Context: an optimization exercise on an open-source flow, tuned for small area. The choices shown serve that exercise and are no tape-out recipe. Only simulation tests tie the RTL to the original design; equivalence was not proved. Power and IR drop assume default switching activity.

==> exp/amber <==
// mips_id_top
module mips_id_top (
    input  logic        clk,
    input  logic        rst_n_i,
    input  logic [31:0] inst_i,
    input  logic [31:0] pc_i,
    input  logic        stall_i,
    input  logic        oitf_match_i,
    input  logic        wb_we_i,
    input  logic [4:0]  wb_addr_i,
    input  logic [31:0] wb_data_i,
    output logic [31:0] ex_pc_o,
    output logic [7:0]  ex_aluop_o,
    output logic [2:0]  ex_alusel_o,
    output logic [31:0] ex_reg1_o,
    output logic [31:0] ex_reg2_o,
    output logic [4:0]  ex_wd_o,
    output logic        ex_wreg_o,
    output logic [31:0] ex_offset_o,
    output logic        ex_pc_flush_o
);
==> flow/config.mk <==
export PLATFORM = sky130hd
export DESIGN_NAME = mips_id_top
export DESIGN_NICKNAME = mips_id_top
export VERILOG_FILES = /design/flow/design.v
export SDC_FILE = /design/flow/constraint.sdc
export NUM_CORES = 4
export LEC_CHECK = 0
export CAP_MARGIN = 20
export CORE_MARGIN = 2
export CORE_UTILIZATION = 40
export SLEW_MARGIN = 20
export SYNTH_HIERARCHICAL = 1
export SYNTH_MINIMUM_KEEP_SIZE = 0
==> flow/constraint.sdc <==
create_clock -name core_clock -period 3.5 [get_ports {clk}]
set_input_delay 0.7000 -clock core_clock [delete_from_list [all_inputs] [get_ports {clk}]]
set_output_delay 0.7000 -clock core_clock [all_outputs]
set_load 0.01 [all_outputs]
run.sh (not shown) runs the stock make flow with config.mk's settings and CLKGATE_MAP_FILE= SYNTH_SCRIPT=/design/flow/synth_recipe.tcl, a recipe that flattens the netlist after the stock synthesis.
==> exp/yarrow: changes against exp/amber <==
--- a/flow/design.v
+++ b/flow/design.v
@@ -156,12 +156,26 @@
         end
     end
     assign aluop_o = r_type            ? {2'b01, fn} :
                      (i_type || j_type) ? {2'b00, op} : '0;
     assign need_sa_o = r_type && (fn == id_pkg::FN_SLL || fn == id_pkg::FN_SRL || fn == id_pkg::FN_SRA);
-    assign rs_reg_o  = (r_type || i_type) && !need_sa_o;
-    assign rt_reg_o  = r_type || is_beq_bne;
+    logic fn_r;      
+    logic fn_sa;     
+    always_comb begin
+        case (fn)
+            id_pkg::FN_AND, id_pkg::FN_OR, id_pkg::FN_XOR, id_pkg::FN_NOR,
+            id_pkg::FN_SLL, id_pkg::FN_SRL, id_pkg::FN_SRA, id_pkg::FN_SLLV, id_pkg::FN_SRLV, id_pkg::FN_SRAV,
+            id_pkg::FN_ADD, id_pkg::FN_ADDU, id_pkg::FN_SUB, id_pkg::FN_SUBU, id_pkg::FN_SLT, id_pkg::FN_SLTU,
+            id_pkg::FN_JR, id_pkg::FN_JALR: fn_r = 1'b1;
+            default:                        fn_r = 1'b0;
+        endcase
+    end
+    assign fn_sa = fn == id_pkg::FN_SLL || fn == id_pkg::FN_SRL || fn == id_pkg::FN_SRA;
+    assign rs_reg_o = (op == id_pkg::OP_SPECIAL) ? (fn_r && !fn_sa)
+                                                 : (op[5:4] == 2'b00 && op[3:2] != 2'b00);
+    assign rt_reg_o = (op == id_pkg::OP_SPECIAL) ? fn_r
+                                                 : (op == id_pkg::OP_BEQ || op == id_pkg::OP_BNE);
     assign imm1_o    = j_type;
     assign imm2_16_o = i_type && !is_beq_bne;
     assign imm2_26_o = j_type;
     assign wd_o        = dest;
     assign wreg_o      = wreg_pre && dest != '0;
@@ -169,19 +183,90 @@
     assign pc_flush_o  = is_jump || is_branch;
 endmodule
 `default_nettype wire
 `timescale 1ns/1ps
 `default_nettype none
-module rd_bit (
+module aoi222 (
+    input  logic [2:0] a_i,
+    input  logic [2:0] b_i,
+    output logic       y_o
+);
+    assign y_o = !(|(a_i & b_i));
+endmodule
+module aoi22 (
+    input  logic [1:0] a_i,
+    input  logic [1:0] b_i,
+    output logic       y_o
+);
+    assign y_o = !(|(a_i & b_i));
+endmodule
+module oai31 (
+    input  logic [2:0] a_i,
+    input  logic       b_i,
+    output logic       y_o
+);
+    assign y_o = !((|a_i) && b_i);
+endmodule
+module nand_n #(
+    parameter int N = 2
+) (
+    input  logic [N-1:0] a_i,
+    output logic         y_o
+);
+    assign y_o = !(&a_i);
+endmodule
+module rd_tail #(
+    parameter bit EXT = 1'b1
+) (
+    input  logic [2:0] m_i,
+    input  logic       qual_i,
+    input  logic       hold_i,
+    input  logic       q_i,
+    input  logic       ext_sel_i,
+    input  logic       ext_d_i,
+    output logic       y_o
+);
+    if (EXT) begin : g_ext
+        assign y_o = ((|m_i) && qual_i) || (hold_i && q_i) || (ext_sel_i && ext_d_i);
+    end else begin : g_no_ext
+        assign y_o = ((|m_i) && qual_i) || (hold_i && q_i);
+    end
+endmodule
+module rd_bit #(
+    parameter bit EXT = 1'b1    
+) (
     input  logic [30:0] sel_i,
     input  logic [30:0] d_i,
+    input  logic        qual_i,
     input  logic        hold_i,
     input  logic        q_i,
-    input  logic        ext_i,
+    input  logic        ext_sel_i,
+    input  logic        ext_d_i,
     output logic        y_o
 );
-    assign y_o = |(sel_i & d_i) | (hold_i & q_i) | ext_i;
+    logic [10:0] n;      
+    logic [2:0]  m;      
+    for (genvar g = 0; g < 10; g++) begin : g_aoi
+        aoi222 u_aoi (
+            .a_i (sel_i[3*g +: 3]),
+            .b_i (d_i[3*g +: 3]),
+            .y_o (n[g])
+        );
+    end
+    nand_n #(.N(2)) u_n10 (.a_i({sel_i[30], d_i[30]}), .y_o(n[10]));
+    nand_n #(.N(4)) u_m0 (.a_i(n[3:0]),  .y_o(m[0]));
+    nand_n #(.N(4)) u_m1 (.a_i(n[7:4]),  .y_o(m[1]));
+    nand_n #(.N(3)) u_m2 (.a_i(n[10:8]), .y_o(m[2]));
+    rd_tail #(.EXT(EXT)) u_tail (
+        .m_i       (m),
+        .qual_i    (qual_i),
+        .hold_i    (hold_i),
+        .q_i       (q_i),
+        .ext_sel_i (ext_sel_i),
+        .ext_d_i   (ext_d_i),
+        .y_o       (y_o)
+    );
 endmodule
 `default_nettype wire
 `timescale 1ns/1ps
 `default_nettype none
 module rf_row (
@@ -299,41 +384,65 @@
     logic [30:0] rsel1;
     logic [30:0] rsel2;
     assign a1 = ld && dec_rs_reg;
     assign a2 = ld && dec_rt_reg;
     for (genvar r = 1; r < 32; r++) begin : g_sel
-        assign rsel1[r-1] = a1 && inst_i[25:21] == r[4:0];
-        assign rsel2[r-1] = a2 && inst_i[20:16] == r[4:0];
+        assign rsel1[r-1] = inst_i[25:21] == r[4:0];
+        assign rsel2[r-1] = inst_i[20:16] == r[4:0];
+    end
+    logic [31:0] ext1_sel;
+    logic [31:0] ext1_d;
+    logic [31:0] ext2_sel;
+    logic [31:0] ext2_d;
+    for (genvar b = 0; b < 32; b++) begin : g_ext
+        if (b < 5) begin : g_lo
+            assign ext1_sel[b] = ld && (dec_need_sa || dec_imm1);
+            assign ext1_d[b]   = dec_need_sa ? inst_i[6+b] : inst_i[b];
+        end else if (b < 26) begin : g_mid
+            assign ext1_sel[b] = ld && dec_imm1;
+            assign ext1_d[b]   = inst_i[b];
+        end else begin : g_hi
+            assign ext1_sel[b] = 1'b0;
+            assign ext1_d[b]   = 1'b0;
+        end
+        if (b < 16) begin : g_lo2
+            assign ext2_sel[b] = ld && (dec_imm2_16 || dec_imm2_26);
+            assign ext2_d[b]   = inst_i[b];
+        end else if (b < 26) begin : g_mid2
+            assign ext2_sel[b] = ld && dec_imm2_26;
+            assign ext2_d[b]   = inst_i[b];
+        end else begin : g_hi2
+            assign ext2_sel[b] = 1'b0;
+            assign ext2_d[b]   = 1'b0;
+        end
     end
-    logic [31:0] ext1;
-    logic [31:0] ext2;
-    assign ext1 = ({6'h0, inst_i[25:0]} & {32{ld && dec_imm1}}) |
-                  ({27'h0, inst_i[10:6]} & {32{ld && dec_need_sa}});
-    assign ext2 = ({6'h0, inst_i[25:0]} & {32{ld && dec_imm2_26}}) |
-                  ({16'h0, inst_i[15:0]} & {32{ld && dec_imm2_16}});
     logic [31:0] reg1_d;
     logic [31:0] reg2_d;
     for (genvar b = 0; b < 32; b++) begin : g_op
         logic [30:0] col;
         for (genvar r = 1; r < 32; r++) begin : g_col
             assign col[r-1] = rows[32*(r-1) + b];
         end
-        rd_bit u_rd1 (
-            .sel_i  (rsel1),
-            .d_i    (col),
-            .hold_i (hold),
-            .q_i    (ex_reg1_o[b]),
-            .ext_i  (ext1[b]),
-            .y_o    (reg1_d[b])
+        rd_bit #(.EXT(b < 26)) u_rd1 (
+            .sel_i     (rsel1),
+            .d_i       (col),
+            .qual_i    (a1),
+            .hold_i    (hold),
+            .q_i       (ex_reg1_o[b]),
+            .ext_sel_i (ext1_sel[b]),
+            .ext_d_i   (ext1_d[b]),
+            .y_o       (reg1_d[b])
         );
-        rd_bit u_rd2 (
-            .sel_i  (rsel2),
-            .d_i    (col),
-            .hold_i (hold),
-            .q_i    (ex_reg2_o[b]),
-            .ext_i  (ext2[b]),
-            .y_o    (reg2_d[b])
+        rd_bit #(.EXT(b < 26)) u_rd2 (
+            .sel_i     (rsel2),
+            .d_i       (col),
+            .qual_i    (a2),
+            .hold_i    (hold),
+            .q_i       (ex_reg2_o[b]),
+            .ext_sel_i (ext2_sel[b]),
+            .ext_d_i   (ext2_d[b]),
+            .y_o       (reg2_d[b])
         );
     end
     always_ff @(posedge clk) begin
         ex_reg1_o <= reg1_d;
         ex_reg2_o <= reg2_d;
==> flow/flow/run.sh (new file) <==
#!/bin/bash
# The standard layout (standard.sh), with two changes: the port buffers
# that global placement inserts are buf_2 cells instead of the default pick,
# and after global routing the non-critical gates are downsized
# (RECOVER_POWER, ORFS's repair_timing -recover_power).
# Each step's full output goes to ORFS's own logs under orfs/logs; make's
# output goes to standard.log in this folder.
set -euo pipefail
bash standard.sh "BUFFER_PORTS_ARGS=-buffer_cell sky130_fd_sc_hd__buf_2" "RECOVER_POWER=100" finish > standard.log 2>&1
==> flow/standard.sh (new file) <==
#!/bin/bash
# synth_recipe.tcl (not shown) runs the flow's synth.tcl, then flattens the netlist and writes it again
# the make line also repeats each setting of config.mk as NAME=value (left out here)
make -C /OpenROAD-flow-scripts/flow DESIGN_CONFIG=/design/flow/config.mk WORK_HOME=/design/flow/orfs CLKGATE_MAP_FILE= SYNTH_SCRIPT=/design/flow/synth_recipe.tcl "${@:-finish}"
CORE_UTILIZATION = 50   (was 40)
CTS_CLUSTER_DIAMETER = 100   (was default)
CTS_CLUSTER_SIZE = 30   (was default)
removed: flow/run.sh
==> qor summary <==
| item | exp/amber | exp/yarrow |
|---|---|---|
| Post-Syn Area per Cell | 11.2 sq um | 11.9 sq um |
| Post-Layout Inst Area | 62,200 sq um | 49,100 sq um |
| Part of the total power dissipated in combinational logic | 6.0% | 7.2% |
| Biggest cell delay along the critical path | 0.60 ns | 1.24 ns |
| Routed WL per cell | 33.8 microns | 40.3 microns |
| Worst R2R Start | ex_reg1_o[27] | regfile_inst.g_row[13].u_row.q_o[0] |
| Fraction of standard cell area that is sequential | 36.1% | 45.8% |
| Outcome | failed layout checks | failed layout checks |
| Violated checks | negative setup slack | max-capacitance violations, max-slew violations, negative setup slack |
| Multi-input gates | 2,806 | 2,430 |
| Area of the mapped netlist | 46,600 sq um | 44,900 sq um |
| Post-DP HPWL | 143 mm | 130 mm |
| Ratio of cells with drive above 1 in the final layout | 25.6% | 14.3% |
| Clock tree skew after final layout | 0.0270 ns | 0.0350 ns |
| Peak Freq | 0.283 GHz | 0.284 GHz |
| Number of antenna cells inserted | 3 | 1 |
| Clock-net power | 12.8 mW | 6.63 mW |
| Height of the chip | 345 microns | 304 microns |
| Final setup TNS | -0.102 ns | -0.0779 ns |
| Total of max-cap violations | 0 | 1 |

[port drivers added, routing unchanged]
How much do the figures lean on ideal ports? The routed layouts below were timed once more, with nothing changed but the port constraints. Step 1, drivers: a clkbuf_16 drives clk and a buf_2 each remaining input, both assumed. Step 2 moves the port delays by t, midway between the first and last clock arrival at a register: inputs arrive t later, outputs are due t later. That takes back most of the time a late clock gives input paths. Slacks: ideal / step 1 / step 2; pairs: ideal / step 1.
run	t (ns)	slack for setup (ns)	worst register clock-pin slew, ns	worst slew at a driven data input, ns	cell pins on the clock port's net
exp/amber	0.786	-0.035 / -0.005 / -0.791	0.07 / 0.07	0.10	1
exp/yarrow	0.730	-0.019 / 0.020 / -0.710	0.12 / 0.12	0.13	1
The setup slack of exp/amber, which loses most, moves by +0.030 ns with the drivers and by -0.756 ns with both steps.
